What follows belongs to an exercise in optimizing a design on an open flow for small area, a short achievable clock period and few clock cycles; a production flow would make more cautious choices. At most, simulation tests tie the RTL to the original design; equivalence was not proved. No functional check of the RTL was part of runs 1 to 3. Power is estimated from default activity; no workload was simulated.

`flow/run.sh`:
```
#!/bin/bash
# synth_recipe.tcl (not shown) runs the flow's synth.tcl, then flattens the netlist and writes it again
# the make line also repeats each setting of config.mk as NAME=value (left out here)
make -C /OpenROAD-flow-scripts/flow DESIGN_CONFIG=/design/flow/config.mk WORK_HOME=/design/flow/orfs CLKGATE_MAP_FILE= SYNTH_SCRIPT=/design/flow/synth_recipe.tcl finish
```
`flow/config.mk`:
```
export PLATFORM = sky130hd
export DESIGN_NAME = icache_dm
export DESIGN_NICKNAME = icache_dm
export VERILOG_FILES = /design/flow/design.v
export SDC_FILE = /design/flow/constraint.sdc
export NUM_CORES = 4
export LEC_CHECK = 0
export CAP_MARGIN = 20
export CORE_MARGIN = 2
export CORE_UTILIZATION = 40
export SETUP_SLACK_MARGIN = 2.0
export SLEW_MARGIN = 20
export SYNTH_HIERARCHICAL = 1
export SYNTH_MINIMUM_KEEP_SIZE = 0
```
`flow/constraint.sdc`:
```
create_clock -name core_clock -period 5.0 [get_ports {clk}]
set_input_delay 1.0000 -clock core_clock [delete_from_list [all_inputs] [get_ports {clk}]]
set_output_delay 1.0000 -clock core_clock [all_outputs]
set_load 0.01 [all_outputs]
```
`flow/design.v`:
```
module icache_dm_dec (
    input  logic [5:0]  index,
    output logic [63:0] sel
);
    logic [7:0] lo, hi;
    always_comb begin
        for (int k = 0; k < 8; k++) begin
            lo[k] = (index[2:0] == 3'(k));
            hi[k] = (index[5:3] == 3'(k));
        end
        for (int i = 0; i < 64; i++)
            sel[i] = hi[i / 8] & lo[i % 8];
    end
endmodule
module icache_dm_aoi22 (
    input  logic a1, a2, b1, b2,
    output logic y
);
    assign y = ~((a1 & a2) | (b1 & b2));
endmodule
module icache_dm_nand4 (
    input  logic a, b, c, d,
    output logic y
);
    assign y = ~(a & b & c & d);
endmodule
module icache_dm_nor2 (
    input  logic a, b,
    output logic y
);
    assign y = ~(a | b);
endmodule
module icache_dm_rd (
    input  logic [63:0] sel,
    input  logic [63:0] bits,
    output logic        q
);
    logic [31:0] l1;    
    logic [7:0]  l2;    
    logic [3:0]  l3;    
    for (genvar k = 0; k < 32; k++) begin : g_l1
        icache_dm_aoi22 u (.a1(sel[2*k]), .a2(bits[2*k]), .b1(sel[2*k+1]), .b2(bits[2*k+1]),
                           .y(l1[k]));
    end
    for (genvar k = 0; k < 8; k++) begin : g_l2
        icache_dm_nand4 u (.a(l1[4*k]), .b(l1[4*k+1]), .c(l1[4*k+2]), .d(l1[4*k+3]), .y(l2[k]));
    end
    for (genvar k = 0; k < 4; k++) begin : g_l3
        icache_dm_nor2 u (.a(l2[2*k]), .b(l2[2*k+1]), .y(l3[k]));
    end
    icache_dm_nand4 u_l4 (.a(l3[0]), .b(l3[1]), .c(l3[2]), .d(l3[3]), .y(q));
endmodule
module icache_dm_cmp #(
    parameter int W = 24
) (
    input  logic         valid,
    input  logic [W-1:0] a,
    input  logic [W-1:0] b,
    output logic         match
);
    assign match = valid && (a == b);
endmodule
module icache_dm #(
    parameter int NUM_LINES = 64
) (
    input  logic        clk,
    input  logic        reset,
    input  logic [31:0] ifetch,
    input  logic [31:0] instraddress,
    input  logic        iready,
    output logic [31:0] instruction,
    output logic        hit,
    output logic        miss,
    output logic [31:0] fetchaddr
);
    localparam int INDEX_W  = 6;
    localparam int TAG_W    = 30 - INDEX_W;
    localparam int PF_AHEAD = 32;    
    localparam int PF_KEEP  = 64;    
    localparam int DW       = 10;    
    logic [NUM_LINES-1:0] valid;
    logic [TAG_W-1:0]     tag_array  [NUM_LINES];
    logic [31:0]          data_array [NUM_LINES];
    logic                 busy;       
    logic [29:0]          out_addr;   
    logic [29:0]          req_addr;   
    logic [29:0]          pf_ptr;     
    logic [29:0]          next_addr;  
    logic [29:0]          addr;
    logic [INDEX_W-1:0]   cur_index;
    logic [TAG_W-1:0]     cur_tag;
    logic [INDEX_W-1:0]   out_index;
    logic                 present;
    logic                 answer;
    logic                 bypass;
    logic                 lookup_hit;
    logic                 mem_free;
    logic                 seq;
    logic                 demand;
    logic [29:0]          pf_eff;
    logic                 pf_want;
    logic                 pf_skip;
    logic                 issue;
    logic                 unused_offset;
    assign addr       = instraddress[31:2];
    assign cur_index  = addr[INDEX_W-1:0];
    assign cur_tag    = addr[29:INDEX_W];
    assign out_index  = out_addr[INDEX_W-1:0];
    assign answer     = busy && iready;
    assign bypass     = answer && (out_addr == addr);
    assign mem_free   = !busy || iready;
    assign unused_offset = ^instraddress[1:0];
    logic [NUM_LINES-1:0] sel;
    logic [31:0]          rd_data;
    logic [TAG_W-1:0]     rd_tag;
    logic                 rd_valid;
    icache_dm_dec u_dec (.index(cur_index), .sel(sel));
    for (genvar b = 0; b < 32; b++) begin : g_rd_data
        logic [NUM_LINES-1:0] col;
        for (genvar i = 0; i < NUM_LINES; i++) begin : g_col
            assign col[i] = data_array[i][b];
        end
        icache_dm_rd u_rd (.sel(sel), .bits(col), .q(rd_data[b]));
    end
    for (genvar b = 0; b < TAG_W; b++) begin : g_rd_tag
        logic [NUM_LINES-1:0] col;
        for (genvar i = 0; i < NUM_LINES; i++) begin : g_col
            assign col[i] = tag_array[i][b];
        end
        icache_dm_rd u_rd (.sel(sel), .bits(col), .q(rd_tag[b]));
    end
    icache_dm_rd u_rd_valid (.sel(sel), .bits(valid), .q(rd_valid));
    icache_dm_cmp #(.W(TAG_W)) u_cmp (.valid(rd_valid), .a(rd_tag), .b(cur_tag), .match(present));
    assign lookup_hit = present || bypass;
    assign seq    = hit && (addr == next_addr);
    assign demand = !seq && !bypass;
    logic [DW-1:0] dist_s, dist_b;
    logic          restart_s, restart_b, want_s, want_b;
    logic [29:0]   eff_s, eff_b, eff1_s, eff1_b, pf_next;
    assign dist_s    = pf_ptr[DW-1:0] - next_addr[DW-1:0];
    assign dist_b    = pf_ptr[DW-1:0] - out_addr[DW-1:0];
    assign restart_s = dist_s > DW'(PF_KEEP);
    assign restart_b = dist_b > DW'(PF_KEEP);
    assign want_s    = restart_s || (dist_s <= DW'(PF_AHEAD));
    assign want_b    = restart_b || (dist_b <= DW'(PF_AHEAD));
    assign eff_s     = restart_s ? next_addr + 30'd1 : pf_ptr;
    assign eff_b     = restart_b ? out_addr + 30'd1 : pf_ptr;
    assign eff1_s    = restart_s ? next_addr + 30'd2 : pf_ptr + 30'd1;
    assign eff1_b    = restart_b ? out_addr + 30'd2 : pf_ptr + 30'd1;
    assign pf_eff  = seq ? eff_s : eff_b;
    assign pf_want = seq ? want_s : want_b;
    assign pf_next = seq ? (want_s ? eff1_s : eff_s) : (want_b ? eff1_b : eff_b);
    assign pf_skip = seq ? (!restart_s && dist_s == '0 && present)
                         : (!restart_b && dist_b == '0);
    assign issue   = demand ? !lookup_hit : (pf_want && !pf_skip);
    assign fetchaddr = {req_addr, 2'b00};
    always_ff @(posedge clk) begin
        instruction <= bypass ? ifetch : rd_data;
        next_addr   <= addr + 30'd1;
    end
    always_ff @(posedge clk) begin
        if (answer && !reset) begin
            data_array[out_index] <= ifetch;
            tag_array[out_index]  <= out_addr[29:INDEX_W];
        end
    end
    always_ff @(posedge clk) begin
        if (reset) begin
            valid    <= '0;
            busy     <= 1'b0;
            hit      <= 1'b0;
            miss     <= 1'b0;
            out_addr <= '0;
            pf_ptr   <= '0;
        end else begin
            hit  <= lookup_hit;
            miss <= mem_free && issue;
            if (answer) valid[out_index] <= 1'b1;
            if (mem_free) begin
                busy <= issue;
                if (demand) begin
                    out_addr <= addr;
                    pf_ptr   <= addr + 30'd1;
                end else begin
                    out_addr <= pf_eff;
                    pf_ptr   <= pf_next;
                end
            end
        end
    end
    always_ff @(posedge clk) begin
        if (mem_free)
            req_addr <= demand ? addr : pf_eff;
    end
endmodule
```
==> flow_summary.toml, run 1 <==
[clock_network]
clkSlewWorstSetupHoldPaths_ns = 0.06
ctsRootBufferMaster = "sky130_fd_sc_hd__clkbuf_16"
cts.path.max_buffers = 4
cts.htree.levels = 5
hold_buffers = 0
number_of_buffers_created_by_cts = 393
clock_sink_count = 3803
cts_tree = "done"
clock_latency_ns = 0.99

[floorplanning]
core_um2 = 375000
pin_count = 133
initial_utilization_pct = 40.1
row_count = 225
design.die.area_um2 = 381000
floorplan.die.height_um = 617
fp.dieW_um = 617

[yosys]
cell_type_with_the_highest_aggregate_area_in_the_netlist = "sky130_fd_sc_hd__edfxtp_1"
synth_seq_cells = 3803
synth.cells.most_frequent = "sky130_fd_sc_hd__edfxtp_1, sky130_fd_sc_hd__a22oi_2, sky130_fd_sc_hd__nor2_1"
synth_edf_count = 3614
synth_area_leaders = "sky130_fd_sc_hd__edfxtp_1, sky130_fd_sc_hd__a22oi_2, sky130_fd_sc_hd__dfxtp_1, sky130_fd_sc_hd__nand4_1, sky130_fd_sc_hd__nor2_1"
yosysSeqAreaShare_pct = 74.6
yosysWarningCount = 8
yosysUniqueCellTypes = 91
post-synth-top-area-fraction_pct = 72.1
most_common_cell_in_the_netlist = "sky130_fd_sc_hd__edfxtp_1"
postSynth.topFlopCell = "sky130_fd_sc_hd__edfxtp_1"
synth_cells = 8323
synthesis.area_um2 = 151000
avgSynthCellArea_um2 = 18.1
asyncSetResetFlopFracSynth_pct = 0

[finish]
final_layout_size_suffix_gt1_share_pct = 42.2
finalNetCount = 10200
layout-area-overhead-vs-synth_pct = 24.9
finish.cell_count_without_fillers = 15400
design_area_um2 = 188000

[grt]
grt_start_max_net_pins = 77
first_global_vias = 89500
grt.total_usage_pct = 23.4
initial_antenna_violation_count = 28
grt_first_pass_wirelength_mm = 649
grt_remaining_overflow = 0

[timing]
normalized_max_slew_margin_pct = 23.9
finalWorstPathRequiredPeriod_ns = 4.05
timing.fmax_mhz = 247
maxSlewViolCount = 0
worst_pin_slew_ns = 1.14
setup_violations = 0
grt_setup_unrepaired = "true"
timing.final.hold_violations = 0
hold_ws_ns = 0.435
final.period_utilization_pct = 81.0
clock_skew_ns = 0.0955

[worst_setup_path]
endpoint_kind = "flip-flop"
cp_max_fo = 5
critical_path.startpoint_type = "input pin"
cp_data_arrival_time_ns = 4.80
worstSetupPathType = "in -> reg"
timing.critical_path.required_ns = 5.75

[placement]
placement.io_buffers = 128
dpl-instance-area_um2 = 168000
dp.cells = 14300
routabilityCongestion = 0.933
dp_hpwl_mm = 286

[route]
drtIter0Drc = 10300
postRouteWirelength_mm = 459
dr.pass1.iters = 6
drc_errors = 0
num_vias = 90200
post_drt_via_cell_ratio = 5.85
antenna_violating_nets_post_route = 0
wl_per_cell_um = 29.7

[run]
timing.max_cap.violations = 0

[min_path]
worst_hold_path_type = "in -> reg"

[power_and_ir_drop]
power.density_cell_area_nw_per_um2 = 361
cellLeakagePower_nw = 59.0
post-layout-total-power_mw = 67.9
max-vdd-ir-drop_v = 0.000297

[status]
result_of_the_run = "no timing/DRC/antenna violations"
-- report_power, final --
part / leakage (nW) / switching [mW] / total (mW) / internal, mW
clock network: 6.06 / 12.3 / 28.4 / 16.1
logic: 18.0 / 2.69 / 4.23 / 1.54
registers: 34.9 / 0.203 / 35.3 / 35.1
-- cells in the final DEF, fill, tap and decap left out, drive strengths merged, types with 103 or more instances in the layout --
cell type and n:
nor2 598, nand4 570, buf 1469, o21ai 103, clkinv 173, nand2 264
a21oi 141, a22oi 1827, dfxtp 189, clkbuf 504, edfxtp 3614, xnor2 166
-- sequential cells by signal, indices dropped and copies added, names as in the netlist --
name and count:
tag_array 1536, miss 1, valid 64, busy 1
data_array 2048, out_addr 30, hit 1, req_addr 30
instruction 32, next_addr 30, pf_ptr 30
-- final timing paths --
kind	startpoint	endpoint	slack (ns)	cells past startpoint
max	instraddress[4]	busy	0.95	25
min reg2reg	valid[51]	valid[51]	0.49	2
min	ifetch[30]	data_array[36][30]	0.43	1
max reg2reg	out_addr[1]	out_addr[1]	1.44	19
-- metrics by stage --
step           TNS, ns  utilization (%)  setup WS, ns
3_5_place_dp     -1.79             44.8        -0.726
2_1_floorplan        0                -         0.396
4_1_cts              0             49.6          1.04
6_report             0             50.1         0.949
5_1_grt              0             50.1         0.906
3_3_place_gp     -1.84             44.8        -0.740
-- routing by layer --
metal | track usage, % | wire length, um | vias to the layer above
met3 | 3.59 | 36200 | 806
li1 | - | - | 38400
met1 | 33.3 | 194000 | 47200
met2 | 37.0 | 212000 | 3848
met5 | 0 | 13 | -
met4 | 7.70 | 16700 | 2
-- Yosys stat by module, one instance, submodules excluded, excerpt --
module           copies in the design  cell area, um^2  flip-flops and latches
icache_dm_nand4                   513             6.26                       0
icache_dm_aoi22                  1824             12.5                       0
icache_dm_dec                       1              469                       0
icache_dm                           1           123000                    3803
icache_dm_nor2                    228             3.75                       0
-- repair_timing --
action | in CTS | in global routing
pin swaps | 243 | 119
setup buffers | 272 | 129
endpoints found under the setup margin | 1141 | 1705
cloned | 30 | 2
gates resized for setup | 629 | 167
-- logic make-up after synthesis --
| logic type | after synthesis | synth area share, % |
|---|---|---|
| flops | 3803 | 74.6 |
| compound gates | 2266 | 17.1 |
| simple gates | 1701 | 5.63 |
| xor+xnor | 267 | 1.55 |
| buf+inv | 224 | 0.618 |
| fa+ha+maj | 33 | 0.284 |
| mux | 28 | 0.196 |
| other cells | 1 | 0.00249 |
-- layout make-up --
type	count	area, um^2
clock buffer	500	10500
sequential	3803	112000
timing repair buffer	1563	16400
inverter	36	154
clock inverter	219	1960
antenna	6	15.0
fill	30700	187000
tap	4994	6250
multi-input combinational	4298	40300
-- worst max-delay path, stage by stage --
cell and delay, ns:
sky130_fd_sc_hd__buf_2 0.11, sky130_fd_sc_hd__buf_8 0.13, sky130_fd_sc_hd__buf_6 0.12, sky130_fd_sc_hd__nand2b_4 0.13, sky130_fd_sc_hd__buf_12 0.16, sky130_fd_sc_hd__nor2_4 0.05
sky130_fd_sc_hd__buf_12 0.13, sky130_fd_sc_hd__buf_12 0.13, sky130_fd_sc_hd__buf_4 0.13, sky130_fd_sc_hd__a22oi_2 0.17, sky130_fd_sc_hd__nand4_1 0.19, sky130_fd_sc_hd__nor2_1 0.17
sky130_fd_sc_hd__buf_4 0.21, sky130_fd_sc_hd__nand4_1 0.25, sky130_fd_sc_hd__buf_4 0.24, sky130_fd_sc_hd__xor2_2 0.14, sky130_fd_sc_hd__nor4_2 0.17, sky130_fd_sc_hd__nand3_1 0.16
sky130_fd_sc_hd__nor4_4 0.31, sky130_fd_sc_hd__buf_4 0.20, sky130_fd_sc_hd__nor2_2 0.03, sky130_fd_sc_hd__nor2_1 0.10, sky130_fd_sc_hd__o21ai_1 0.09, sky130_fd_sc_hd__a21oi_2 0.18
sky130_fd_sc_hd__a21oi_1 0.08
==> run 2: changes to the inputs <==
--- a/flow/design.v
+++ b/flow/design.v
@@ -14,7 +14,13 @@
 endmodule
-module icache_dm_aoi22 (
-    input  logic a1, a2, b1, b2,
-    output logic y
-);
-    assign y = ~((a1 & a2) | (b1 & b2));
+module icache_dm_or8 (         
+    input  logic [7:0] s,
+    input  logic [7:0] d,
+    output logic       y
+);
+    logic [3:0] n;
+    assign n[0] = ~((s[0] & d[0]) | (s[1] & d[1]));
+    assign n[1] = ~((s[2] & d[2]) | (s[3] & d[3]));
+    assign n[2] = ~((s[4] & d[4]) | (s[5] & d[5]));
+    assign n[3] = ~((s[6] & d[6]) | (s[7] & d[7]));
+    assign y = ~(n[0] & n[1] & n[2] & n[3]);
 endmodule
@@ -26,2 +32,14 @@
 endmodule
+module icache_dm_nand3 (
+    input  logic a, b, c,
+    output logic y
+);
+    assign y = ~(a & b & c);
+endmodule
+module icache_dm_nor3 (
+    input  logic a, b, c,
+    output logic y
+);
+    assign y = ~(a | b | c);
+endmodule
 module icache_dm_nor2 (
@@ -31,2 +49,8 @@
     assign y = ~(a | b);
+endmodule
+module icache_dm_xnor2 (
+    input  logic a, b,
+    output logic y
+);
+    assign y = ~(a ^ b);
 endmodule
@@ -37,11 +61,6 @@
 );
-    logic [31:0] l1;    
     logic [7:0]  l2;    
     logic [3:0]  l3;    
-    for (genvar k = 0; k < 32; k++) begin : g_l1
-        icache_dm_aoi22 u (.a1(sel[2*k]), .a2(bits[2*k]), .b1(sel[2*k+1]), .b2(bits[2*k+1]),
-                           .y(l1[k]));
-    end
     for (genvar k = 0; k < 8; k++) begin : g_l2
-        icache_dm_nand4 u (.a(l1[4*k]), .b(l1[4*k+1]), .c(l1[4*k+2]), .d(l1[4*k+3]), .y(l2[k]));
+        icache_dm_or8 u (.s(sel[8*k +: 8]), .d(bits[8*k +: 8]), .y(l2[k]));
     end
@@ -52,11 +71,35 @@
 endmodule
-module icache_dm_cmp #(
-    parameter int W = 24
-) (
-    input  logic         valid,
-    input  logic [W-1:0] a,
-    input  logic [W-1:0] b,
-    output logic         match
-);
-    assign match = valid && (a == b);
+module icache_dm_cmp (
+    input  logic        valid,
+    input  logic [23:0] a,
+    input  logic [23:0] b,
+    output logic        match_n
+);
+    logic [23:0] e;
+    logic [5:0]  g;
+    logic [1:0]  h;
+    for (genvar k = 0; k < 24; k++) begin : g_e
+        icache_dm_xnor2 u (.a(a[k]), .b(b[k]), .y(e[k]));
+    end
+    for (genvar k = 0; k < 6; k++) begin : g_g
+        icache_dm_nand4 u (.a(e[4*k]), .b(e[4*k+1]), .c(e[4*k+2]), .d(e[4*k+3]), .y(g[k]));
+    end
+    for (genvar k = 0; k < 2; k++) begin : g_h
+        icache_dm_nor3 u (.a(g[3*k]), .b(g[3*k+1]), .c(g[3*k+2]), .y(h[k]));
+    end
+    icache_dm_nand3 u_m (.a(h[0]), .b(h[1]), .c(valid), .y(match_n));
+endmodule
+module icache_dm_dec_d (
+    input  logic [5:0]  index,
+    output logic [63:0] sel
+);
+    logic [7:0] lo, hi;
+    always_comb begin
+        for (int k = 0; k < 8; k++) begin
+            lo[k] = (index[2:0] == 3'(k));
+            hi[k] = (index[5:3] == 3'(k));
+        end
+        for (int i = 0; i < 64; i++)
+            sel[i] = hi[i / 8] & lo[i % 8];
+    end
 endmodule
@@ -113,2 +156,4 @@
     logic [NUM_LINES-1:0] sel;
+    logic [NUM_LINES-1:0] sel_d;
+    logic                 present_n;
     logic [31:0]          rd_data;
@@ -116,3 +161,4 @@
     logic                 rd_valid;
-    icache_dm_dec u_dec (.index(cur_index), .sel(sel));
+    icache_dm_dec   u_dec   (.index(cur_index), .sel(sel));
+    icache_dm_dec_d u_dec_d (.index(cur_index), .sel(sel_d));
     for (genvar b = 0; b < 32; b++) begin : g_rd_data
@@ -122,3 +168,3 @@
         end
-        icache_dm_rd u_rd (.sel(sel), .bits(col), .q(rd_data[b]));
+        icache_dm_rd u_rd (.sel(sel_d), .bits(col), .q(rd_data[b]));
     end
@@ -132,3 +178,4 @@
     icache_dm_rd u_rd_valid (.sel(sel), .bits(valid), .q(rd_valid));
-    icache_dm_cmp #(.W(TAG_W)) u_cmp (.valid(rd_valid), .a(rd_tag), .b(cur_tag), .match(present));
+    icache_dm_cmp u_cmp (.valid(rd_valid), .a(rd_tag), .b(cur_tag), .match_n(present_n));
+    assign present = !present_n;
     assign lookup_hit = present || bypass;
==> run 2 against run 1 <==
Still clean on timing, DRC and antenna. Sequential share of layout area rose by 3.0 points. Sequential power about the same. Clock skew shrank 0.041 ns. Clock power barely moved. Register-to-register slack worse by 0.16 ns. Synthesized cell count decreased by 0.34%. Largest power group unchanged.
==> flow_summary.toml, run 2 <==
[worst_setup_path]
endpoint_kind = "flip-flop"
worstSetupPathType = "in -> reg"
cp_data_arrival_time_ns = 4.71
cp_max_fo = 20
critical_path.startpoint_type = "input pin"
r2r_cells = 18
timing.critical_path.required_ns = 5.83

[finish]
top_regs = "data_array: 2048 flops, tag_array: 1536 flops, valid: 64 flops"
layout-area-overhead-vs-synth_pct = 26.0
most-common-layout-cells = "sky130_fd_sc_hd__edfxtp_1, sky130_fd_sc_hd__a22oi_1, sky130_fd_sc_hd__buf_4"
flip_flop_count_of_the_largest_register_after_layout = 2048
fillCellCount = 28700
regArea_um2 = 112000
layout_commonest_cell = "sky130_fd_sc_hd__edfxtp_1"
final_layout_size_suffix_gt1_share_pct = 24.8
multiInputGateArea_um2 = 33100
finalNetCount = 10000
utilization_pct = 50.7
regMostFlops = "data_array"

[timing]
grt_setup_unrepaired = "true"
clock_skew_ns = 0.0545
normalized_max_slew_margin_pct = 23.0
setup_violations = 0
worst_pin_slew_ns = 1.15
timing.fmax_mhz = 258
hold_ws_ns = 0.287
finalWorstPathRequiredPeriod_ns = 3.87
maxSlewViolCount = 0
final.period_utilization_pct = 77.5
timing.final.hold_violations = 0

[clock_network]
clock_latency_ns = 0.97
clkSlewWorstSetupHoldPaths_ns = 0.06
clock_sink_count = 3803
cts.path.max_buffers = 4
cts.htree.levels = 5
number_of_buffers_created_by_cts = 385
hold_buffers = 0
cts_tree = "done"
ctsRootBufferMaster = "sky130_fd_sc_hd__clkbuf_16"

[yosys]
synth.cells.most_frequent = "sky130_fd_sc_hd__edfxtp_1, sky130_fd_sc_hd__a22oi_1, sky130_fd_sc_hd__nor2_1"
synth_top_family_by_area = "compound AO/OA/AOI/OAI gates"
cell_type_with_the_highest_aggregate_area_in_the_netlist = "sky130_fd_sc_hd__edfxtp_1"
post-synth-top-area-fraction_pct = 76.5
synth_seq_cells = 3803
synth_area_leaders = "sky130_fd_sc_hd__edfxtp_1, sky130_fd_sc_hd__a22oi_1, sky130_fd_sc_hd__dfxtp_1, sky130_fd_sc_hd__nand4_1, sky130_fd_sc_hd__nor2_1"
post_synth_fa_ha_maj_area_fraction_pct = 0.302
postSynth.topFlopCell = "sky130_fd_sc_hd__edfxtp_1"
yosysUniqueCellTypes = 100
synth_cells = 8295
multiplexer_share_of_the_synthesized_area_pct = 0.511
synthesis.area_um2 = 142000
synth-xor-area-share_pct = 1.62
synth_edf_count = 3614
area_fraction_in_and_or_nand_and_nor_cells_after_synthesis_pct = 6.04
avgSynthCellArea_um2 = 17.1
yosysWarningCount = 9
most_common_cell_in_the_netlist = "sky130_fd_sc_hd__edfxtp_1"
synth-compound-area-share_pct = 11.7
asyncSetResetFlopFracSynth_pct = 0
yosysSeqAreaShare_pct = 79.1

[route]
post_drt_via_cell_ratio = 6.21
drc_errors = 0
antenna_violating_nets_post_route = 0
drtIter0Drc = 12900
postRouteWirelength_mm = 509
num_vias = 93000
wl_per_cell_um = 34.0
dr.pass1.iters = 6

[placement]
routabilityCongestion = 0.954
dp_hpwl_mm = 288
placement.io_buffers = 128

[floorplanning]
core_um2 = 353000
initial_utilization_pct = 40.2
pin_count = 133
design.die.area_um2 = 360000
fp.dieW_um = 600
row_count = 218
floorplan.die.height_um = 600

[min_path]
worst_hold_path_type = "in -> reg"
worstHoldPathCells = 1

[status]
result_of_the_run = "no timing/DRC/antenna violations"

[power_and_ir_drop]
cellLeakagePower_nw = 57.2
power.density_cell_area_nw_per_um2 = 379
max-vdd-ir-drop_v = 0.000358

[grt]
grt_remaining_overflow = 0
grt.total_usage_pct = 27.6
grt_start_max_net_pins = 73
initial_antenna_violation_count = 19
grt_first_pass_wirelength_mm = 698
first_global_vias = 88400

[run]
timing.max_cap.violations = 0
run 2: cell types whose count changed in the layout (fill, tap and decap cells not counted), moves of 43 or more:
cell                      delta
sky130_fd_sc_hd__a22oi_2  -1814
sky130_fd_sc_hd__nor2_1     -62
sky130_fd_sc_hd__nor2_4     +84
sky130_fd_sc_hd__nand2_1   -124
sky130_fd_sc_hd__buf_4     -225
sky130_fd_sc_hd__a22oi_1  +1815
sky130_fd_sc_hd__nor2_2     +43
run 2: stage by stage:
step                      power, mW  setup WS (ns)  setup TNS [ns]  area [um^2]  instances
final                          67.8           1.13               0       179000      15000
after global routing           69.4           1.07               0       179000      15000
after CTS                      67.8           1.36               0       177000      14900
after detailed placement       39.3         -0.569           -1.38       157000      13600
after global placement         39.2         -0.544           -1.36       157000      13600
after floorplan                37.4           1.46               0       144000       8296
run 2: cell type report:
class,instances,share of cell area (%)
Timing Repair Buffer,1354,8.44
Clock buffer,482,5.77
Clock inverter,226,1.06
Multi-Input combinational cell,4334,18.5
Tap cell,4730,3.31
Inverter,39,0.0903
Sequential cell,3803,62.8
Antenna cell,6,0.00840
run 2: repair_timing:
action	in CTS	in global routing
cloned	93	2
gates resized for setup	567	193
setup endpoints to repair	912	767
setup buffers	440	103
pin swaps	293	149
run 2: per-module statistics from Yosys, one instance, submodules excluded, excerpt:
module | cells inside | flip-flops and latches | times used
icache_dm_or8 | 5 | 0 | 456
icache_dm_dec_d | 95 | 0 | 1
icache_dm_nor3 | 1 | 0 | 2
icache_dm_nand3 | 1 | 0 | 1
icache_dm | 5507 | 3803 | 1
icache_dm_xnor2 | 1 | 0 | 24
run 2: final timing paths:
| check | startpoint | endpoint | slack [ns] |
|---|---|---|---|
| setup / recovery | instraddress[7] | miss | 1.13 |
| hold / removal | ifetch[1] | data_array[47][1] | 0.29 |
| setup reg to reg | pf_ptr[0] | req_addr[28] | 1.28 |
| hold reg to reg | valid[29] | valid[29] | 0.47 |
run 2: kinds of logic after synthesis:
logic type      Yosys count
buf+inv                 231
fa+ha+maj                33
other cells               1
simple gates           1649
xor+xnor                262
compound gates         2249
flops                  3803
mux                      67
run 2: metal layers:
layer	vias to the layer above	track usage [%]	part of all wire, %
met1	47700	36.2	37
met4	12	14.8	6.4
li1	38200	-	-
met2	5913	43.7	46
met3	1187	5.37	11
met5	-	0	0.014
run 2: where the power goes:
part | total [mW] | switching [mW] | internal (mW) | leakage (nW)
Clock | 28.1 | 12.2 | 15.9 | 5.99
Sequential | 35.3 | 0.178 | 35.1 | 34.6
Combinational | 4.45 | 2.87 | 1.58 | 16.6
Total | 67.8 | 15.2 | 52.6 | 57.2
run 2: critical path: stages:
cell	delay [ns]
sky130_fd_sc_hd__dlygate4sd2_1	0.26
sky130_fd_sc_hd__buf_12	0.15
sky130_fd_sc_hd__or2_4	0.27
sky130_fd_sc_hd__buf_4	0.21
sky130_fd_sc_hd__nor2_4	0.58
sky130_fd_sc_hd__buf_4	0.28
sky130_fd_sc_hd__a22oi_1	0.09
sky130_fd_sc_hd__nand4_1	0.25
sky130_fd_sc_hd__nor2_1	0.10
sky130_fd_sc_hd__nand4_1	0.09
sky130_fd_sc_hd__xnor2_1	0.14
sky130_fd_sc_hd__nand4_1	0.16
sky130_fd_sc_hd__nor3_2	0.22
sky130_fd_sc_hd__nand3_2	0.17
sky130_fd_sc_hd__nand2_1	0.11
sky130_fd_sc_hd__nand2_1	0.08
sky130_fd_sc_hd__a21oi_2	0.15
sky130_fd_sc_hd__o32a_1	0.20
sky130_fd_sc_hd__buf_4	0.13
sky130_fd_sc_hd__nor2_1	0.03
==> run 3: changes to the inputs <==
--- a/flow/design.v
+++ b/flow/design.v
@@ -49,2 +49,8 @@
     assign y = ~(a | b);
+endmodule
+module icache_dm_mux2 (        
+    input  logic s, a, b,
+    output logic y
+);
+    assign y = s ? a : b;
 endmodule
@@ -120,5 +126,3 @@
     localparam int TAG_W    = 30 - INDEX_W;
-    localparam int PF_AHEAD = 32;    
-    localparam int PF_KEEP  = 64;    
-    localparam int DW       = 10;    
+    localparam int PF_AHEAD = 32;
     logic [NUM_LINES-1:0] valid;
@@ -131,2 +135,6 @@
     logic [29:0]          next_addr;  
+    logic [6:0]           pf_d;
+    logic [29:0]          sv_ptr;
+    logic [6:0]           sv_d;
+    logic                 sv_valid;
     logic [29:0]          addr;
@@ -135,6 +143,5 @@
     logic [INDEX_W-1:0]   out_index;
-    logic                 present;
+    logic                 present_n;
     logic                 answer;
     logic                 bypass;
-    logic                 lookup_hit;
     logic                 mem_free;
@@ -142,6 +149,2 @@
     logic                 demand;
-    logic [29:0]          pf_eff;
-    logic                 pf_want;
-    logic                 pf_skip;
-    logic                 issue;
     logic                 unused_offset;
@@ -157,3 +160,2 @@
     logic [NUM_LINES-1:0] sel_d;
-    logic                 present_n;
     logic [31:0]          rd_data;
@@ -179,27 +181,62 @@
     icache_dm_cmp u_cmp (.valid(rd_valid), .a(rd_tag), .b(cur_tag), .match_n(present_n));
-    assign present = !present_n;
-    assign lookup_hit = present || bypass;
     assign seq    = hit && (addr == next_addr);
     assign demand = !seq && !bypass;
-    logic [DW-1:0] dist_s, dist_b;
-    logic          restart_s, restart_b, want_s, want_b;
-    logic [29:0]   eff_s, eff_b, eff1_s, eff1_b, pf_next;
-    assign dist_s    = pf_ptr[DW-1:0] - next_addr[DW-1:0];
-    assign dist_b    = pf_ptr[DW-1:0] - out_addr[DW-1:0];
-    assign restart_s = dist_s > DW'(PF_KEEP);
-    assign restart_b = dist_b > DW'(PF_KEEP);
-    assign want_s    = restart_s || (dist_s <= DW'(PF_AHEAD));
-    assign want_b    = restart_b || (dist_b <= DW'(PF_AHEAD));
-    assign eff_s     = restart_s ? next_addr + 30'd1 : pf_ptr;
-    assign eff_b     = restart_b ? out_addr + 30'd1 : pf_ptr;
-    assign eff1_s    = restart_s ? next_addr + 30'd2 : pf_ptr + 30'd1;
-    assign eff1_b    = restart_b ? out_addr + 30'd2 : pf_ptr + 30'd1;
-    assign pf_eff  = seq ? eff_s : eff_b;
-    assign pf_want = seq ? want_s : want_b;
-    assign pf_next = seq ? (want_s ? eff1_s : eff_s) : (want_b ? eff1_b : eff_b);
-    assign pf_skip = seq ? (!restart_s && dist_s == '0 && present)
-                         : (!restart_b && dist_b == '0);
-    assign issue   = demand ? !lookup_hit : (pf_want && !pf_skip);
+    logic        restore;
+    logic [29:0] ptr;         
+    logic [6:0]  ptr_d;        
+    logic        d_far, d_zero, want_s;
+    logic [29:0] cand;        
+    logic [29:0] ptr_next;    
+    logic [6:0]  d_next;
+    logic        issue_a;     
+    logic        issue_p;     
+    assign restore = sv_valid && hit && !sv_d[6];
+    assign ptr     = restore ? sv_ptr : pf_ptr;
+    assign ptr_d    = restore ? sv_d : pf_d;
+    assign d_far  = ptr_d[6];
+    assign d_zero = (ptr_d == 7'd0);
+    assign want_s = d_far || (ptr_d <= 7'(PF_AHEAD));
+    always_comb begin
+        if (demand) begin
+            cand     = addr;
+            ptr_next = addr + 30'd1;
+        end else if (seq && d_far) begin
+            cand     = next_addr + 30'd1;
+            ptr_next = next_addr + 30'd2;
+        end else begin
+            cand     = ptr;
+            ptr_next = (seq && !want_s) ? ptr : ptr + 30'd1;
+        end
+        if (mem_free) begin
+            if (demand)
+                d_next = 7'd0;
+            else if (seq && !d_far)
+                d_next = want_s ? ptr_d : ptr_d - 7'd1;
+            else
+                d_next = 7'd1;
+        end else begin
+            if (seq)
+                d_next = d_far ? 7'h7f : ptr_d - 7'd1;
+            else
+                d_next = pf_ptr[6:0] + ~addr[6:0];    
+        end
+    end
+    assign issue_a = !seq || want_s;
+    assign issue_p = !demand && (!seq || (want_s && !d_zero));
+    logic hit_a, hit_p, busy_a, busy_p, miss_a, miss_p;
+    assign hit_a  = !reset && bypass;
+    assign hit_p  = !reset;
+    assign busy_a = !reset && (mem_free ? issue_a : busy);
+    assign busy_p = !reset && (mem_free ? issue_p : busy);
+    assign miss_a = !reset && mem_free && issue_a;
+    assign miss_p = !reset && mem_free && issue_p;
+    logic hit_d, busy_d, miss_d;
+    icache_dm_mux2 u_hit  (.s(present_n), .a(hit_a),  .b(hit_p),  .y(hit_d));
+    icache_dm_mux2 u_busy (.s(present_n), .a(busy_a), .b(busy_p), .y(busy_d));
+    icache_dm_mux2 u_miss (.s(present_n), .a(miss_a), .b(miss_p), .y(miss_d));
     assign fetchaddr = {req_addr, 2'b00};
     always_ff @(posedge clk) begin
+        hit         <= hit_d;
+        busy        <= busy_d;
+        miss        <= miss_d;
         instruction <= bypass ? ifetch : rd_data;
@@ -215,28 +252,29 @@
         if (reset) begin
-            valid    <= '0;
-            busy     <= 1'b0;
-            hit      <= 1'b0;
-            miss     <= 1'b0;
+            valid <= '0;
+            pf_d  <= 7'h7f;
+        end else begin
+            if (answer) valid[out_index] <= 1'b1;
+            pf_d <= d_next;
+        end
+    end
+    always_ff @(posedge clk) begin
+        if (mem_free) begin
+            req_addr <= cand;
+            pf_ptr   <= ptr_next;
+        end
+        sv_ptr <= ptr;
+        sv_d   <= ptr[6:0] + ~addr[6:0];              
+    end
+    always_ff @(posedge clk) begin
+        if (reset)
+            sv_valid <= 1'b0;
+        else
+            sv_valid <= mem_free && demand;
+    end
+    always_ff @(posedge clk) begin
+        if (reset)
             out_addr <= '0;
-            pf_ptr   <= '0;
-        end else begin
-            hit  <= lookup_hit;
-            miss <= mem_free && issue;
-            if (answer) valid[out_index] <= 1'b1;
-            if (mem_free) begin
-                busy <= issue;
-                if (demand) begin
-                    out_addr <= addr;
-                    pf_ptr   <= addr + 30'd1;
-                end else begin
-                    out_addr <= pf_eff;
-                    pf_ptr   <= pf_next;
-                end
-            end
-        end
-    end
-    always_ff @(posedge clk) begin
-        if (mem_free)
-            req_addr <= demand ? addr : pf_eff;
-    end
-endmodule
+        else if (mem_free)
+            out_addr <= cand;
+    end
+endmodule
--- a/flow/config.mk
+++ b/flow/config.mk
@@ -9,4 +9,4 @@
 export CORE_MARGIN = 2
-export CORE_UTILIZATION = 40
-export SETUP_SLACK_MARGIN = 2.0
+export CORE_UTILIZATION = 55
+export SETUP_SLACK_MARGIN = 1.0
 export SLEW_MARGIN = 20
==> run 3 against run 2 <==
Clock power down 1%. Largest cell class unchanged. Worst hold slack improved by 0.068 ns. Global-route usage up 3.7 points. Sequential share of layout area is 6.4 points higher. Synthesized area decreased by 0.96%. Clock skew is 0.0010 ns higher. Sequential power is 1% higher. Sequential cell count rose by 45. Via count is 11% lower. Highest routed layer unchanged. Non-clock buffer count shrank 668. Critical path depth fell by 4. Register-to-register slack got worse by 0.03 ns.
==> flow_summary.toml, run 3 <==
[finish]
multiInputGateArea_um2 = 27600
flip_flop_count_of_the_largest_register_after_layout = 2048
final_layout_size_suffix_gt1_share_pct = 15.2
top_regs = "data_array: 2048 flops, tag_array: 1536 flops, valid: 64 flops"
regArea_um2 = 114000
finish.cell_count_without_fillers = 12600
finalNetCount = 9003
regMostFlops = "data_array"
layout-area-overhead-vs-synth_pct = 16.7
layout_commonest_cell = "sky130_fd_sc_hd__edfxtp_1"
most-common-layout-cells = "sky130_fd_sc_hd__edfxtp_1, sky130_fd_sc_hd__a22oi_1, sky130_fd_sc_hd__nand4_1"
fillCellCount = 17900

[grt]
initial_antenna_violation_count = 12
grt_first_pass_wirelength_mm = 581
first_global_vias = 80100
grt.total_usage_pct = 31.4
grt_start_max_net_pins = 86
grt_remaining_overflow = 0

[yosys]
yosysWarningCount = 9
synth.cells.most_frequent = "sky130_fd_sc_hd__edfxtp_1, sky130_fd_sc_hd__a22oi_1, sky130_fd_sc_hd__nand4_1"
synth_edf_count = 3644
cell_type_with_the_highest_aggregate_area_in_the_netlist = "sky130_fd_sc_hd__edfxtp_1"
yosysUniqueCellTypes = 76
synth_cells = 7974
synthesis.area_um2 = 141000
synth_area_leaders = "sky130_fd_sc_hd__edfxtp_1, sky130_fd_sc_hd__a22oi_1, sky130_fd_sc_hd__dfxtp_1, sky130_fd_sc_hd__nand4_1, sky130_fd_sc_hd__nor2_1"
yosysSeqAreaShare_pct = 80.8
asyncSetResetFlopFracSynth_pct = 0
avgSynthCellArea_um2 = 17.6
most_common_cell_in_the_netlist = "sky130_fd_sc_hd__edfxtp_1"
postSynth.topFlopCell = "sky130_fd_sc_hd__edfxtp_1"
synth_seq_cells = 3848
post-synth-top-area-fraction_pct = 77.9

[route]
num_vias = 83000
wl_per_cell_um = 32.7
post_drt_via_cell_ratio = 6.60
dr.pass1.iters = 6
drc_errors = 0
postRouteWirelength_mm = 411
antenna_violating_nets_post_route = 0
drtIter0Drc = 10800

[worst_setup_path]
critical_path.startpoint_type = "input pin"
endpoint_kind = "flip-flop"
cp_max_fo = 13
reg2reg_setup_slack_ns = 1.25
timing.critical_path.required_ns = 5.82
r2r_start = "hit"
cp_data_arrival_time_ns = 4.84
worstSetupPathType = "in -> reg"
reg2reg_to = "pf_ptr[26]"
r2r_cells = 11

[timing]
clock_skew_ns = 0.0555
totalNegativeSetupSlack_ns = 0
normalized_max_slew_margin_pct = 17.6
hold_ws_ns = 0.354
timing.fmax_mhz = 249
timing.final.hold_violations = 0
setup_violations = 0
grt_setup_unrepaired = "true"
worst_pin_slew_ns = 1.23
maxSlewViolCount = 0
final.period_utilization_pct = 80.3
finalWorstPathRequiredPeriod_ns = 4.01

[floorplanning]
floorplan.die.height_um = 510
initial_utilization_pct = 55.3
design.die.area_um2 = 260000
row_count = 185
core_um2 = 254000
pin_count = 133
fp.dieW_um = 510

[placement]
routabilityCongestion = 0.986
dp.cells = 11900
dp_hpwl_mm = 249
placement.io_buffers = 128

[power_and_ir_drop]
max-vdd-ir-drop_v = 0.000357
cellLeakagePower_nw = 51.6
post-layout-total-power_mw = 66.0
power.density_cell_area_nw_per_um2 = 403

[clock_network]
clock_latency_ns = 0.97
cts_tree = "done"
clock_sink_count = 3848
number_of_buffers_created_by_cts = 394
clkSlewWorstSetupHoldPaths_ns = 0.07
cts.path.max_buffers = 4
cts.htree.levels = 5
ctsRootBufferMaster = "sky130_fd_sc_hd__clkbuf_16"
hold_buffers = 0

[status]
result_of_the_run = "no timing/DRC/antenna violations"

[min_path]
worst_hold_path_type = "in -> reg"
hold_path.startpoint = "ifetch[22]"
worstHoldPathCells = 1
min_to = "data_array[34][22]"

[run]
timing.max_cap.violations = 0
[run 3: final cells by class]
type	count	area share (%)
inverters	47	0.109
flip-flops and latches	3848	69.2
multi-input cells	3936	16.8
clock inverters	184	0.921
repair buffers	686	3.89
diodes	6	0.00916
clock buffers	501	6.43
well taps	3366	2.57
[run 3: power breakdown]
group	internal (mW)	total (mW)	leakage, nW	switching (mW)
Clock	16.0	27.7	5.87	11.7
Sequential	35.5	35.7	35.1	0.162
Combinational	0.741	2.64	10.6	1.89
Total	52.3	66.0	51.6	13.7
[run 3: stage by stage]
stage                     area (um^2)  utilization, %  worst slack (ns)
after floorplan                141000               -             0.373
after global placement         151000            59.6            -0.528
after detailed placement       152000            59.6            -0.546
after CTS                      164000            64.4              1.00
after global routing           164000            64.5              1.00
final                          164000            64.5             0.986
[run 3: how the worst max path moves through the flow]
stage	from	to	slack, ns	cells after the start
final	instraddress[6]	hit	0.99	16
after global routing	instraddress[6]	hit	1.00	17
after CTS	instraddress[4]	busy	1.00	17
after detailed placement	instraddress[7]	busy	-0.55	18
after global placement	instraddress[7]	miss	-0.53	18
after floorplan	reset	data_array[47][0]	0.37	4
[run 3: critical path, stage by stage]
cell and delay, ns:
sky130_fd_sc_hd__buf_2 0.23, sky130_fd_sc_hd__buf_4 0.21, sky130_fd_sc_hd__or4b_1 0.67, sky130_fd_sc_hd__nor2_4 0.46
sky130_fd_sc_hd__buf_4 0.31, sky130_fd_sc_hd__a22oi_1 0.11, sky130_fd_sc_hd__nand4_1 0.22, sky130_fd_sc_hd__nor2_4 0.12
sky130_fd_sc_hd__buf_4 0.15, sky130_fd_sc_hd__nand4_1 0.11, sky130_fd_sc_hd__xnor2_1 0.12, sky130_fd_sc_hd__nand4_1 0.17
sky130_fd_sc_hd__nor3_2 0.26, sky130_fd_sc_hd__nand3_2 0.17, sky130_fd_sc_hd__buf_4 0.19, sky130_fd_sc_hd__mux2_4 0.29
[run 3: routing by layer]
| metal | GRT usage [%] | part of all wire [%] | wire [um] |
|---|---|---|---|
| met1 | 42.9 | 39 | 159000 |
| met2 | 49.9 | 47 | 195000 |
| met3 | 4.59 | 8.4 | 34500 |
| met4 | 15.4 | 5.5 | 22700 |
| met5 | 0 | 0.0032 | 13 |
[run 3: cells by family after synthesis]
| family | synth area share [%] |
|---|---|
| AO/OA/AOI/OAI | 11.0 |
| XOR/XNOR | 1.35 |
| adder cells (fa/ha/maj) | 0.215 |
| buffers and inverters | 0.580 |
| flip-flops | 80.8 |
| multiplexers | 0.547 |
| other | 0.00267 |
| AND/OR/NAND/NOR | 5.56 |
[run 3: timing repair]
action                     4_1_cts  5_1_grt
setup endpoints to repair        3        5
gates resized for setup         40       16
cloned                           0        1
pin swaps                        2       10
setup buffers                    0        6
[run 3: modules after synthesis (local to each module, per instance), a selection]
module,flops+latches,cells
icache_dm,3848,5183
icache_dm_dec_d,0,95
icache_dm_mux2,0,1
icache_dm_nand3,0,1
icache_dm_nor2,0,1
icache_dm_nor3,0,1
icache_dm_xnor2,0,1
==> run 4: changes to the inputs <==
--- a/flow/design.v
+++ b/flow/design.v
@@ -1,15 +1 @@
-module icache_dm_dec (
-    input  logic [5:0]  index,
-    output logic [63:0] sel
-);
-    logic [7:0] lo, hi;
-    always_comb begin
-        for (int k = 0; k < 8; k++) begin
-            lo[k] = (index[2:0] == 3'(k));
-            hi[k] = (index[5:3] == 3'(k));
-        end
-        for (int i = 0; i < 64; i++)
-            sel[i] = hi[i / 8] & lo[i % 8];
-    end
-endmodule
 module icache_dm_or8 (         
@@ -44,2 +30,8 @@
 endmodule
+module icache_dm_xnor2 (
+    input  logic a, b,
+    output logic y
+);
+    assign y = ~(a ^ b);
+endmodule
 module icache_dm_nor2 (
@@ -55,8 +47,2 @@
     assign y = s ? a : b;
-endmodule
-module icache_dm_xnor2 (
-    input  logic a, b,
-    output logic y
-);
-    assign y = ~(a ^ b);
 endmodule
@@ -97,2 +83,10 @@
 endmodule
+module icache_dm_pre3_n (
+    input  logic [2:0] a,
+    output logic [7:0] y_n
+);
+    always_comb
+        for (int k = 0; k < 8; k++)
+            y_n[k] = (a != 3'(k));
+endmodule
 module icache_dm_dec_d (
@@ -101,10 +95,18 @@
 );
-    logic [7:0] lo, hi;
-    always_comb begin
-        for (int k = 0; k < 8; k++) begin
-            lo[k] = (index[2:0] == 3'(k));
-            hi[k] = (index[5:3] == 3'(k));
-        end
-        for (int i = 0; i < 64; i++)
-            sel[i] = hi[i / 8] & lo[i % 8];
+    logic [7:0] lo_n, hi_n;
+    icache_dm_pre3_n u_lo (.a(index[2:0]), .y_n(lo_n));
+    icache_dm_pre3_n u_hi (.a(index[5:3]), .y_n(hi_n));
+    for (genvar i = 0; i < 64; i++) begin : g_sel
+        icache_dm_nor2 u (.a(hi_n[i / 8]), .b(lo_n[i % 8]), .y(sel[i]));
+    end
+endmodule
+module icache_dm_dec_t (
+    input  logic [5:0]  index,
+    output logic [63:0] sel
+);
+    logic [7:0] lo_n, hi_n;
+    icache_dm_pre3_n u_lo (.a(index[2:0]), .y_n(lo_n));
+    icache_dm_pre3_n u_hi (.a(index[5:3]), .y_n(hi_n));
+    for (genvar i = 0; i < 64; i++) begin : g_sel
+        icache_dm_nor2 u (.a(hi_n[i / 8]), .b(lo_n[i % 8]), .y(sel[i]));
     end
@@ -138,3 +140,3 @@
     logic [6:0]           sv_d;
-    logic                 sv_valid;
+    logic                 restore;
     logic [29:0]          addr;
@@ -158,8 +160,4 @@
     assign unused_offset = ^instraddress[1:0];
-    logic [NUM_LINES-1:0] sel;
     logic [NUM_LINES-1:0] sel_d;
     logic [31:0]          rd_data;
-    logic [TAG_W-1:0]     rd_tag;
-    logic                 rd_valid;
-    icache_dm_dec   u_dec   (.index(cur_index), .sel(sel));
     icache_dm_dec_d u_dec_d (.index(cur_index), .sel(sel_d));
@@ -172,2 +170,6 @@
     end
+    logic [NUM_LINES-1:0] sel_t;
+    logic [TAG_W-1:0]     rd_tag;
+    logic                 rd_valid;
+    icache_dm_dec_t u_dec_t (.index(cur_index), .sel(sel_t));
     for (genvar b = 0; b < TAG_W; b++) begin : g_rd_tag
@@ -177,5 +179,5 @@
         end
-        icache_dm_rd u_rd (.sel(sel), .bits(col), .q(rd_tag[b]));
-    end
-    icache_dm_rd u_rd_valid (.sel(sel), .bits(valid), .q(rd_valid));
+        icache_dm_rd u_rd (.sel(sel_t), .bits(col), .q(rd_tag[b]));
+    end
+    icache_dm_rd u_rd_valid (.sel(sel_t), .bits(valid), .q(rd_valid));
     icache_dm_cmp u_cmp (.valid(rd_valid), .a(rd_tag), .b(cur_tag), .match_n(present_n));
@@ -183,3 +185,2 @@
     assign demand = !seq && !bypass;
-    logic        restore;
     logic [29:0] ptr;         
@@ -192,3 +193,2 @@
     logic        issue_p;     
-    assign restore = sv_valid && hit && !sv_d[6];
     assign ptr     = restore ? sv_ptr : pf_ptr;
@@ -232,3 +232,8 @@
     assign miss_p = !reset && mem_free && issue_p;
+    logic [6:0] sv_d_next;
+    logic       restore_p, restore_d;
+    assign sv_d_next = ptr[6:0] + ~addr[6:0];           
+    assign restore_p = !reset && mem_free && demand && !sv_d_next[6];
     logic hit_d, busy_d, miss_d;
+    icache_dm_nor2 u_rest (.a(present_n), .b(!restore_p), .y(restore_d));
     icache_dm_mux2 u_hit  (.s(present_n), .a(hit_a),  .b(hit_p),  .y(hit_d));
@@ -264,10 +269,5 @@
         end
-        sv_ptr <= ptr;
-        sv_d   <= ptr[6:0] + ~addr[6:0];              
-    end
-    always_ff @(posedge clk) begin
-        if (reset)
-            sv_valid <= 1'b0;
-        else
-            sv_valid <= mem_free && demand;
+        sv_ptr  <= ptr;
+        sv_d    <= sv_d_next;
+        restore <= restore_d;
     end
--- a/flow/config.mk
+++ b/flow/config.mk
@@ -10,3 +10,3 @@
 export CORE_UTILIZATION = 55
-export SETUP_SLACK_MARGIN = 1.0
+export SETUP_SLACK_MARGIN = 1.5
 export SLEW_MARGIN = 20
==> run 4 against run 3 <==
Maximum frequency up 11%. Clock power up 2%. Total power up 1.1%. Clock-buffer cell count down 22. Register-to-register slack better by 0.36 ns. Combinational power up 5%. Via count up 0.38%. Synthesized area down 0.29%. Worst hold slack worse by 0.067 ns. Sequential cell count unchanged. Final cell count up 0.64%. Global-route usage up 0.99 points.
==> flow_summary.toml, run 4 <==
[timing]
timing.fmax_mhz = 277
final.period_utilization_pct = 72.2
totalNegativeSetupSlack_ns = 0
clock_skew_ns = 0.0560
maxSlewViolCount = 0
normalized_max_slew_margin_pct = 20.9
worst_pin_slew_ns = 1.18
timing.final.hold_violations = 0
grt_setup_unrepaired = "true"
setup_violations = 0
finalWorstPathRequiredPeriod_ns = 3.61

[min_path]
worst_hold_path_type = "in -> reg"

[yosys]
yosysUniqueCellTypes = 76
most_common_cell_in_the_netlist = "sky130_fd_sc_hd__edfxtp_1"
cell_type_with_the_highest_aggregate_area_in_the_netlist = "sky130_fd_sc_hd__edfxtp_1"
yosysSeqAreaShare_pct = 81.0
synth_seq_cells = 3848
avgSynthCellArea_um2 = 17.8
synthesis.area_um2 = 140000
yosysWarningCount = 8
postSynth.topFlopCell = "sky130_fd_sc_hd__edfxtp_1"
synth.cells.most_frequent = "sky130_fd_sc_hd__edfxtp_1, sky130_fd_sc_hd__a22oi_1, sky130_fd_sc_hd__nand4_1"
asyncSetResetFlopFracSynth_pct = 0
post-synth-top-area-fraction_pct = 78.1
synth_area_leaders = "sky130_fd_sc_hd__edfxtp_1, sky130_fd_sc_hd__a22oi_1, sky130_fd_sc_hd__dfxtp_1, sky130_fd_sc_hd__nand4_1, sky130_fd_sc_hd__nor2_1"
synth_edf_count = 3644
synth_cells = 7872

[grt]
grt.total_usage_pct = 32.4
initial_antenna_violation_count = 8
grt_remaining_overflow = 0
first_global_vias = 80800
grt_first_pass_wirelength_mm = 595
grt_start_max_net_pins = 75

[finish]
layout-area-overhead-vs-synth_pct = 19.0
flip_flop_count_of_the_largest_register_after_layout = 2048
layout_commonest_cell = "sky130_fd_sc_hd__edfxtp_1"
utilization_pct = 65.7
most-common-layout-cells = "sky130_fd_sc_hd__edfxtp_1, sky130_fd_sc_hd__a22oi_1, sky130_fd_sc_hd__nand4_1"
finalNetCount = 9079
design_area_um2 = 167000
final_layout_size_suffix_gt1_share_pct = 17.6
multiInputGateArea_um2 = 27600
regArea_um2 = 114000
fillCellCount = 17500
top_regs = "data_array: 2048 flops, tag_array: 1536 flops, valid: 64 flops"
regMostFlops = "data_array"
finish.cell_count_without_fillers = 12700

[floorplanning]
fp.dieW_um = 509
core_um2 = 254000
pin_count = 133
initial_utilization_pct = 55.2
row_count = 185
design.die.area_um2 = 259000
floorplan.die.height_um = 509

[power_and_ir_drop]
power.density_cell_area_nw_per_um2 = 400
cellLeakagePower_nw = 52.8
max-vdd-ir-drop_v = 0.000400

[clock_network]
cts.htree.levels = 5
ctsRootBufferMaster = "sky130_fd_sc_hd__clkbuf_16"
clkSlewWorstSetupHoldPaths_ns = 0.06
hold_buffers = 0
clock_sink_count = 3848
clock_latency_ns = 1.00
number_of_buffers_created_by_cts = 395
cts.path.max_buffers = 4
cts_tree = "done"

[worst_setup_path]
timing.critical_path.required_ns = 5.88
worstSetupPathType = "in -> reg"
critical_path.startpoint_type = "input pin"
cp_max_fo = 13
endpoint_kind = "flip-flop"
reg2reg_setup_slack_ns = 1.61
cp_data_arrival_time_ns = 4.49

[placement]
dp_hpwl_mm = 248
routabilityCongestion = 0.980
placement.io_buffers = 128
dp.cells = 11800
dpl-instance-area_um2 = 152000

[route]
post_drt_via_cell_ratio = 6.59
num_vias = 83300
antenna_violating_nets_post_route = 0
drc_errors = 0
wl_per_cell_um = 33.5
drtIter0Drc = 10600
postRouteWirelength_mm = 424
dr.pass1.iters = 8

[run]
timing.max_cap.violations = 0

[status]
result_of_the_run = "no timing/DRC/antenna violations"
==> run 4: cell types whose count changed in the layout (fill, tap and decap cells not counted), sizes merged, moves of 14 or more <==
cell | previous run | this run
or3b | 2 | 16
buf | 595 | 734
o21ai | 70 | 55
clkbuf | 501 | 482
mux2 | 37 | 52
nand2 | 164 | 123
==> run 4: path summary, 6_finish.rpt <==
check | start | endpoint | depth (start not counted)
setup / recovery | instraddress[4] | hit | 20
hold / removal | ifetch[5] | data_array[38][5] | 1
setup reg to reg | out_addr[4] | pf_ptr[23] | 8
hold reg to reg | valid[51] | valid[51] | 2
==> run 4: metrics by stage <==
stage / hold slack [ns] / power, mW / setup WS [ns]
after floorplan: 0.437 / 37.3 / 1.17
after detailed placement: 0.461 / 39.0 / -0.173
after global routing: 0.270 / 68.4 / 1.36
final: 0.288 / 66.7 / 1.39
after global placement: 0.447 / 38.9 / -0.187
after CTS: 0.228 / 67.0 / 1.53
==> run 4: worst max-delay path, cell delays in order <==
cell                            delay, ns
sky130_fd_sc_hd__dlygate4sd2_1       0.21
sky130_fd_sc_hd__buf_6               0.15
sky130_fd_sc_hd__nand3b_1            0.14
sky130_fd_sc_hd__buf_6               0.17
sky130_fd_sc_hd__buf_4               0.14
sky130_fd_sc_hd__buf_12              0.11
sky130_fd_sc_hd__nor2_4              0.04
sky130_fd_sc_hd__buf_12              0.15
sky130_fd_sc_hd__buf_4               0.15
sky130_fd_sc_hd__a22oi_1             0.18
sky130_fd_sc_hd__nand4_1             0.25
sky130_fd_sc_hd__nor2_2              0.38
sky130_fd_sc_hd__buf_4               0.17
sky130_fd_sc_hd__nand4_1             0.12
sky130_fd_sc_hd__xnor2_1             0.19
sky130_fd_sc_hd__nand4_1             0.17
sky130_fd_sc_hd__nor3_2              0.16
sky130_fd_sc_hd__nand3_2             0.12
sky130_fd_sc_hd__buf_6               0.15
sky130_fd_sc_hd__mux2_4              0.29
==> run 4: repair_timing <==
item,4_1_cts,5_1_grt
buffers inserted,76,12
endpoints found under the setup margin,62,48
pin swaps,92,32
resized for setup,148,23
gates cloned,19,3
==> run 4: cells by family (layout without fill, tap and decap cells) <==
| kind of cell | count (synthesis) | in the layout | share of synthesized area [%] |
|---|---|---|---|
| AOI/OAI and AO/OA | 2107 | 2107 | 11.0 |
| and+or+nand+nor | 1431 | 1434 | 5.25 |
| xor gates and xnor gates | 207 | 207 | 1.29 |
| muxes | 92 | 92 | 0.712 |
| adders and majority gates | 24 | 24 | 0.225 |
| other | 1 | 9 | 0.00268 |
| buffers and inverters | 162 | 1567 | 0.499 |
| DFF | 3848 | 3848 | 81.0 |
==> run 4: layout make-up <==
| class | instances | share of cell area [%] |
|---|---|---|
| Timing Repair Buffer | 834 | 5.37 |
| Inverter | 43 | 0.0983 |
| Clock inverter | 211 | 1.16 |
| Tap cell | 3366 | 2.53 |
| Multi-Input combinational cell | 3866 | 16.5 |
| Clock buffer | 479 | 6.22 |
| Sequential cell | 3848 | 68.1 |
| Antenna cell | 7 | 0.0105 |
==> run 4: per-module statistics from Yosys (local to each module, per instance), a selection <==
module	cell area, um^2	copies in the design
icache_dm_nand3	5.00	1
icache_dm_mux2	15.0	3
icache_dm_nor2	3.75	357
icache_dm_nand4	6.26	63
icache_dm_xnor2	8.76	24
icache_dm_nor3	10.0	2
icache_dm	121000	1
==> run 4: routing by layer <==
layer	up-vias	wire (um)	share of wire, %	global-route usage (%)
met5	-	17	0.0040	0
met4	4	23000	5.4	15.9
met3	805	34400	8.1	4.83
met2	4241	202000	48	51.8
met1	42800	164000	39	43.9
li1	35500	-	-	-
==> run 4: report_power, final <==
group	switching, mW	total, mW	internal [mW]	leakage, nW
Combinational	1.97	2.77	0.804	11.6
Clock	11.9	28.3	16.4	6.00
Sequential	0.121	35.6	35.5	35.2
Testbench counts of run 4, summed over its fixed seeds: cycles 37,271.
==> run 5: changes to the inputs <==
--- a/flow/config.mk
+++ b/flow/config.mk
@@ -10,3 +10,5 @@
 export CORE_UTILIZATION = 55
-export SETUP_SLACK_MARGIN = 1.5
+export CTS_CLUSTER_DIAMETER = 80
+export CTS_CLUSTER_SIZE = 30
+export SETUP_SLACK_MARGIN = 2.0
 export SLEW_MARGIN = 20
==> run 5 against run 4 <==
Final cell count decreased by 3.1%. Maximum frequency increased by 4.7%. Synthesized cell count unchanged. Core utilization decreased by 2.0 points. Total power decreased by 17%. Design area decreased by 3.0%. Via count decreased by 0.61%. Non-clock buffer count decreased by 11. Clock skew decreased by 0.014 ns. Critical endpoint is now busy. Largest cell class unchanged. Highest routed layer unchanged.
==> flow_summary.toml, run 5 <==
[clock_network]
cts_tree = "done"
cts.htree.levels = 4
clock_sink_count = 3848
ctsRootBufferMaster = "sky130_fd_sc_hd__clkbuf_16"
clock_latency_ns = 0.89
cts.path.max_buffers = 3
number_of_buffers_created_by_cts = 164
hold_buffers = 0
clkSlewWorstSetupHoldPaths_ns = 0.09

[timing]
setup_violations = 0
worst_pin_slew_ns = 1.20
normalized_max_slew_margin_pct = 19.6
totalNegativeSetupSlack_ns = 0
timing.final.hold_violations = 0
maxSlewViolCount = 0
final.period_utilization_pct = 69.0
grt_setup_unrepaired = "true"
clock_skew_ns = 0.0419
timing.fmax_mhz = 290
postLayoutSetupSlackWorst_ns = 1.55
finalWorstPathRequiredPeriod_ns = 3.45

[finish]
fillCellCount = 18000
layout_commonest_cell = "sky130_fd_sc_hd__edfxtp_1"
top_regs = "data_array: 2048 flops, tag_array: 1536 flops, valid: 64 flops"
most-common-layout-cells = "sky130_fd_sc_hd__edfxtp_1, sky130_fd_sc_hd__a22oi_1, sky130_fd_sc_hd__nand4_1"
regMostFlops = "data_array"
flip_flop_count_of_the_largest_register_after_layout = 2048
finalNetCount = 8870
layout-area-overhead-vs-synth_pct = 15.4
utilization_pct = 63.7
final_layout_size_suffix_gt1_share_pct = 17.5
design_area_um2 = 162000

[floorplanning]
row_count = 185
core_um2 = 254000
floorplan.die.height_um = 509
pin_count = 133
fp.dieW_um = 509
initial_utilization_pct = 55.2
design.die.area_um2 = 259000

[route]
wl_per_cell_um = 35.1
post_drt_via_cell_ratio = 6.76
drtIter0Drc = 11200
num_vias = 82800
dr.pass1.iters = 9
drc_errors = 0
postRouteWirelength_mm = 430
antenna_violating_nets_post_route = 0

[yosys]
yosysUniqueCellTypes = 76
most_common_cell_in_the_netlist = "sky130_fd_sc_hd__edfxtp_1"
post-synth-top-area-fraction_pct = 78.1
avgSynthCellArea_um2 = 17.8
synth.cells.most_frequent = "sky130_fd_sc_hd__edfxtp_1, sky130_fd_sc_hd__a22oi_1, sky130_fd_sc_hd__nand4_1"
yosysWarningCount = 8
cell_type_with_the_highest_aggregate_area_in_the_netlist = "sky130_fd_sc_hd__edfxtp_1"
synth_seq_cells = 3848
synth_cells = 7872
synthesis.area_um2 = 140000
asyncSetResetFlopFracSynth_pct = 0
synth_area_leaders = "sky130_fd_sc_hd__edfxtp_1, sky130_fd_sc_hd__a22oi_1, sky130_fd_sc_hd__dfxtp_1, sky130_fd_sc_hd__nand4_1, sky130_fd_sc_hd__nor2_1"
synth_edf_count = 3644
postSynth.topFlopCell = "sky130_fd_sc_hd__edfxtp_1"
yosysSeqAreaShare_pct = 81.0

[grt]
grt_start_max_net_pins = 66
first_global_vias = 78100
grt_remaining_overflow = 0
initial_antenna_violation_count = 11
grt_first_pass_wirelength_mm = 597
grt.total_usage_pct = 32.7

[worst_setup_path]
critical-path-slowest-cell = "sky130_fd_sc_hd__nand4_1"
critPathMaxStageDelay_ns = 0.34
cp_data_arrival_time_ns = 4.20
crit_path_cell_trace = "buf_6, bufbuf_16, or3b_4, buf_12, nor2_4, buf_12, clkbuf_16, a22oi_1, nand4_1, nor2_4, nand4_1, xnor2_1, nand4_1, nor3_2, nand3_2, buf_6, mux2_4"
endpoint_kind = "flip-flop"
timing.critical_path.required_ns = 5.75
cp.buffers_inverters = 6
cp_max_fo = 6
critical_path.startpoint_type = "input pin"
cpLargestDelayFamily = "simple AND/OR/NAND/NOR gates"
worstSetupPathType = "in -> reg"
timing.critical_path.mode_cell = "sky130_fd_sc_hd__nand4_1"

[placement]
routabilityCongestion = 0.954
dp_hpwl_mm = 245
dpl-instance-area_um2 = 151000
detailedPlace.worstSlack_ns = -0.0747
placement.io_buffers = 128

[status]
result_of_the_run = "no timing/DRC/antenna violations"

[power_and_ir_drop]
power.density_cell_area_nw_per_um2 = 342
max-vdd-ir-drop_v = 0.000373
post-layout-total-power_mw = 55.4
cellLeakagePower_nw = 50.1

[min_path]
worst_hold_path_type = "reg -> reg"

[run]
timing.max_cap.violations = 0
run 5: layer usage:
layer | vias up | GRT usage (%) | part of all wire [%]
met2 | 4227 | 51.8 | 47
met3 | 643 | 4.04 | 8.3
met4 | 4 | 14.6 | 5.3
li1 | 34800 | - | -
met5 | - | 0 | 0.0077
met1 | 43100 | 46.0 | 39
run 5: repair_timing:
item	CTS	global route
resized for setup	396	149
pin swaps	187	116
setup endpoints to repair	558	408
cloned	60	10
setup buffers	146	35
run 5: cells by family (layout without fill, tap and decap cells):
logic type | after synthesis | count (layout) | synth area share (%)
AO/OA/AOI/OAI | 2107 | 2107 | 11.0
XOR/XNOR | 207 | 207 | 1.29
adder cells (fa/ha/maj) | 24 | 24 | 0.225
buffers and inverters | 162 | 1138 | 0.499
flip-flops | 3848 | 3848 | 81.0
multiplexers | 92 | 92 | 0.712
other | 1 | 7 | 0.00268
AND/OR/NAND/NOR | 1431 | 1467 | 5.25
run 5: final timing paths:
| path | slack (ns) | cells after the start | from | endpoint |
|---|---|---|---|---|
| max | 1.55 | 17 | instraddress[4] | busy |
| min | 0.48 | 2 | valid[24] | valid[24] |
| max reg2reg | 2.08 | 13 | restore | restore |
| min reg2reg | 0.48 | 2 | valid[24] | valid[24] |
run 5: tightest hold or removal path, delay by kind of cell, from the launching register on:
family | cells | cell delay [ns]
and+or+nand+nor | 1 | 0.07
DFF | 1 | 0.34
AOI/OAI and AO/OA | 1 | 0.04
run 5: layout make-up:
| cell class | instances | area, um^2 | share of cell area, % |
|---|---|---|---|
| timing repair buffer | 823 | 9550 | 5.91 |
| sequential | 3848 | 114000 | 70.2 |
| multi-input combinational | 3899 | 28900 | 17.9 |
| tap | 3366 | 4210 | 2.60 |
| inverter | 43 | 164 | 0.101 |
| clock buffer | 204 | 4310 | 2.66 |
| antenna | 5 | 12.5 | 0.00774 |
| clock inverter | 68 | 1000 | 0.621 |
run 5: per-module statistics from Yosys, one instance, submodules excluded, excerpt:
module            times used  cells inside  cell area [um^2]  flip-flops and latches
icache_dm_xnor2           24             1              8.76                       0
icache_dm_nand3            1             1              5.00                       0
icache_dm_mux2             3             1              15.0                       0
icache_dm_or8            456             5              36.3                       0
icache_dm_nor3             2             1              10.0                       0
icache_dm_nor2           357             1              3.75                       0
icache_dm_pre3_n           4             8              60.1                       0
icache_dm_nand4           63             1              6.26                       0
icache_dm                  1          5110            121000                    3848
run 5: where the power goes:
group          leakage, nW  switching (mW)  internal [mW]  total (mW)
Clock                 2.56            10.1           6.81        16.9
Combinational         12.3            2.02          0.838        2.86
Sequential            35.2           0.127           35.5        35.6
run 5: per-stage QoR:
step           hold slack (ns)  cells
6_report                 0.481  12300
5_1_grt                  0.436  12300
4_1_cts                  0.412  12200
3_5_place_dp             0.456  11700
3_3_place_gp             0.448  11700
2_1_floorplan            0.437   7873

==> static timing again, ports no longer ideal <==
In the flow no input, the clock included, has a driving cell. The finished layouts below were timed again as built, in two steps. Step 1: set_driving_cell puts a clkbuf_16 on clk and a buf_2 on each other input, an assumption about the parent block. Step 2 times the ports against the registers' clock, not the clock port: input delays grow and output delays shrink by t, the midpoint of the rising clock arrivals with the driver on. Three values: no drivers, after step 1, after step 2; two values: the first two.
run | shift t [ns] | setup slack, ns | worst setup path after step 2 | latest minus earliest clock arrival (ns) | pins driven straight from the clock port
run 1 | 1.045 | 0.949 / 0.999 / -0.046 | input to register | 0.105 / 0.106 | 1
run 2 | 1.032 | 1.126 / 1.143 / 0.112 | input to register | 0.073 / 0.073 | 1
run 3 | 1.049 | 0.986 / 1.070 / 0.021 | input to register | 0.068 / 0.068 | 1
run 4 | 1.066 | 1.390 / 1.455 / 0.389 | input to register | 0.062 / 0.062 | 1
run 5 | 0.976 | 1.550 / 1.622 / 0.647 | input to register | 0.049 / 0.049 | 1
Met with ideal ports but missed after step 2: setup timing in run 1. The setup slack of run 2, which loses most, moves by +0.017 ns with the drivers and by -1.014 ns with both steps.
